Source: an optimization exercise on an open RTL-to-GDS flow (aim: small area and a short achievable clock period). Production flows keep margins and buffers that such runs may drop.
In this exercise RTL edits were held to simulation tests only and were not proved equivalent to the original.

## build 45
// mecanum_wheel_mixer_top
module mecanum_wheel_mixer_top (
  input  logic                    clk_i,
  input  logic                    rst_ni,
  input  logic                    start,
  output logic                    busy,
  input  logic signed [CMD_W-1:0] strafe_cmd_i,
  input  logic signed [CMD_W-1:0] forward_cmd_i,
  input  logic signed [CMD_W-1:0] rotate_cmd_i,
  output logic                    done_o,
  output logic signed [OUT_W-1:0] front_left_power_o,
  output logic signed [OUT_W-1:0] front_right_power_o,
  output logic signed [OUT_W-1:0] back_left_power_o,
  output logic signed [OUT_W-1:0] back_right_power_o,
  input  logic                    psel,
  input  logic                    penable,
  input  logic                    pwrite,
  input  logic [APB_AW-1:0]       paddr,
  input  logic [APB_DW-1:0]       pwdata,
  output logic [APB_DW-1:0]       prdata,
  output logic                    pready
);
  localparam int             NSTEP = QW / 2;
  localparam logic [NSTEP-2:0] CUT  = 3'b111;
  localparam int             CUTN  = 1;
  localparam logic [NSTEP-1:0] FAST = 4'b0111;
  localparam int             NV    = 5 + CUTN + int'(CUT[0]) + int'(CUT[1]) + int'(CUT[2]);
  logic            busy_q;
  logic [MP_W-1:0] min_power;
  logic [NV-1:0]   v_q;
  always_ff @(posedge clk_i or negedge rst_ni) begin
    if (!rst_ni) begin
      busy_q <= 1'b1;
      v_q    <= '0;
    end else begin
      busy_q <= 1'b0;
  ...
Size in the first run: about 4800 cells after synthesis, roughly 560 flip-flops, ~140 I/O pins, roughly 41000 um^2 of cells after synthesis.
Settings: LEC_CHECK=0, CAP_MARGIN=20, CORE_MARGIN=2, CORE_UTILIZATION=60, CTS_CLUSTER_DIAMETER=70, CTS_CLUSTER_SIZE=30, PLACE_DENSITY=0.75, SETUP_SLACK_MARGIN=4.75, SLEW_MARGIN=20; clock period 8.5 ns.
run.sh (not shown) runs the stock make flow with config.mk's settings and CLKGATE_MAP_FILE= SYNTH_SCRIPT=/design/flow/synth_recipe.tcl, a recipe that flattens the netlist after the stock synthesis.
Build 45 finished every stage and its layout cleared the timing, DRC and antenna checks.
Edits applied to the flow inputs when going from build 45 to build 68:
- changing CTS_CLUSTER_SIZE from 30 to 35
- changing CTS_CLUSTER_DIAMETER from 70 to 80
==> comparison <==
- Synthesis-to-finish area growth (build 68 over build 45): decrease, 1.1 points
- Summary of build 68 over build 45: count of fill cells added during filler insertion picked up an extra 0.70%, number of tap cells inserted neither gained nor lost much, per-cell via count in the routed design picked up an extra 0.48%.
- The final layout from build 68, which completed every stage, passed the timing, DRC and antenna checks at the end of the flow.
Here is what was changed in the inputs of build 74 compared with build 68.
- setting GPL_TIMING_DRIVEN to 0 for the first time
Notes after the runs:
Summary of build 74 over build 68: signed area change from the synthesized netlist to the final layout increased by 2.8 points relative to the old numbers; share of the core filled with cells in the final layout went up; final net count rose by 174; total stage count of the critical path moved up.
Between build 68 and build 74, worst setup slack for register-to-register paths decreased.
Final antenna diode count, build 68 and build 74, lower one = build 68.
After detailed routing, build 68 needs less wire than build 74.
The following lists how build 38 was set up differently from build 74:
- CTS_CLUSTER_SIZE changed from 35 to 25
- CTS_CLUSTER_DIAMETER changed from 80 to 60
- GPL_TIMING_DRIVEN removed (was 0)
Notes after the runs:
- Build 74 → build 38: achievable frequency lower, area growth from synthesis to layout lower.
- Post-route standard cell area excluding fillers shrinks slightly when moving from build 74 to build 38.
- Taking build 74 as the reference point, the worst-skew pair later-pin latency of build 38 falls by 0.03 ns.
- Cmp build 38 and build 74 / portion of the clock cycle consumed by the worst path in the final layout / lower: build 74
- Global-route usage: higher on build 74
- Against build 74, build 38 reports a area occupied by registers that is higher.
- [diff] hold slack, build 38 relative to build 74: regression
Input changes introduced in build 60 (baseline for comparison: build 38):
- TNS_END_PERCENT newly set to 5
- CTS_CLUSTER_DIAMETER changed from 60 to 80
- CTS_CLUSTER_SIZE changed from 25 to 35
Total detailed-routing wirelength delta (build 60 − build 38): favourable. Build 60: met1 routed wirelength after detailed routing is about 0.6% lower than what build 38 reported. Final core utilization in build 60 is 1.4 points below build 38. Total routing resource utilization after global routing essentially unchanged between build 60 and build 38. Post-layout instance count excluding filler cells (higher): build 38. Build 60 vs. build 38: maximum frequency now sits lower; cell depth of the worst setup path now sits lower. Delta(shortest period the worst path allows, build 60 - build 38) > 0.


Another version of the RTL of mecanum_wheel_mixer_top (not shown whole).
For scale: ~5000 cells after synthesis, ~570 flip-flops, roughly 140 I/O pins, roughly 43000 um^2 of cells after synthesis.
export LEC_CHECK = 0
export CAP_MARGIN = 20
export CORE_MARGIN = 2
export CORE_UTILIZATION = 60
export PLACE_DENSITY = 0.75
export SETUP_SLACK_MARGIN = 4.8
export SLEW_MARGIN = 20
create_clock -name core_clock -period 8.5 [get_ports {clk_i}]
The starting point completed without violations.
Change:
SETUP_SLACK_MARGIN = 4.6   (was 4.8)
=> Fmax falls by 2.3%; cell area falls by 2.4%; via count falls by 0.83%.
Change:
ABC_AREA = 1   (was not set)
SETUP_SLACK_MARGIN = 4.75   (was 4.6)
Effect:
- The new run finished clean
- area after synthesis goes up by 4.9%
- cell area climbs by 3.7%
- wire length goes up by 12%
- clock skew came out higher by 0.0035 ns
- die area climbs by 4.8%
Change:
ABC_AREA = not set   (was 1)
CTS_CLUSTER_DIAMETER = 60   (was not set)
CTS_CLUSTER_SIZE = 25   (was not set)
Synthesized cell count decreases by 18%; wire length decreases by 11%; flip-flop and latch count does not change; worst setup slack gets better by 0.013 ns; area after synthesis decreases by 4.6%; via count decreases by 14%.
Change:
CORE_UTILIZATION = 70   (was 60)
CTS_CLUSTER_DIAMETER = not set   (was 60)
CTS_CLUSTER_SIZE = not set   (was 25)
PLACE_DENSITY = 0.85   (was 0.75)
SETUP_SLACK_MARGIN = 4.65   (was 4.75)
Effect:
- The new run finished with timing, DRC and antenna clean
- flip-flop and latch count stays the same
- synthesized cell count is unchanged
- via count climbs by 4.3%
- wire length increases by 5.1%
- utilization climbs by 11 points
- sequential share of layout area is about the same
- fmax shrinks by 11%
- design area stays flat

## port drivers added, routing unchanged
No port has a modelled driver above. Below, the same layouts with a new extraction and two added sets of constraints. Step 1 (the two cells are an assumption about what drives the block):
set clk [get_ports {clk_i}]
set_driving_cell -lib_cell sky130_fd_sc_hd__clkbuf_16 $clk
set_driving_cell -lib_cell sky130_fd_sc_hd__buf_2 [delete_from_list [all_inputs] $clk]
Step 2, shift: input delay + t, output delay - t, t = (earliest + latest rising clock arrival at the registers) / 2. This alone moves slack from input paths to output paths. Slacks: ideal ports / drivers / drivers and shift; pairs: ideal ports / drivers.
run	shift t [ns]	slack for setup (ns)	hold slack, ns	slew at the worst register clock pin (ns)	worst slew at a driven data input, ns
build 45	0.663	4.689 / 4.624 / 4.273	0.325 / 0.325 / 0.325	0.11 / 0.11	0.04
build 68	0.693	4.734 / 4.703 / 4.302	0.328 / 0.328 / 0.328	0.12 / 0.12	0.05
build 74	0.691	4.691 / 4.690 / 4.315	0.333 / 0.333 / 0.333	0.12 / 0.12	0.08
build 38	0.670	4.674 / 4.674 / 4.267	0.321 / 0.321 / 0.321	0.09 / 0.09	0.04
build 60	0.706	4.652 / 4.609 / 4.154	0.327 / 0.327 / 0.327	0.12 / 0.12	0.04
the first run of note 2	0.707	4.721 / 4.654 / 4.273	0.319 / 0.319 / 0.319	0.07 / 0.07	0.12
the second run of note 2	0.697	4.631 / 4.608 / 4.099	0.322 / 0.322 / 0.322	0.07 / 0.07	0.06
the third run of note 2	0.707	4.758 / 4.727 / 4.237	0.313 / 0.313 / 0.313	0.07 / 0.07	0.05
the fourth run of note 2	0.673	4.771 / 4.737 / 4.298	0.309 / 0.309 / 0.309	0.09 / 0.09	0.06
the fifth run of note 2	0.699	4.293 / 4.293 / 4.129	0.314 / 0.314 / 0.314	0.08 / 0.08	0.07
After both steps every run listed still meets setup and hold. For the second run of note 2, which loses most, drivers alone change the setup slack by -0.023 ns; drivers and shift together by -0.532 ns.
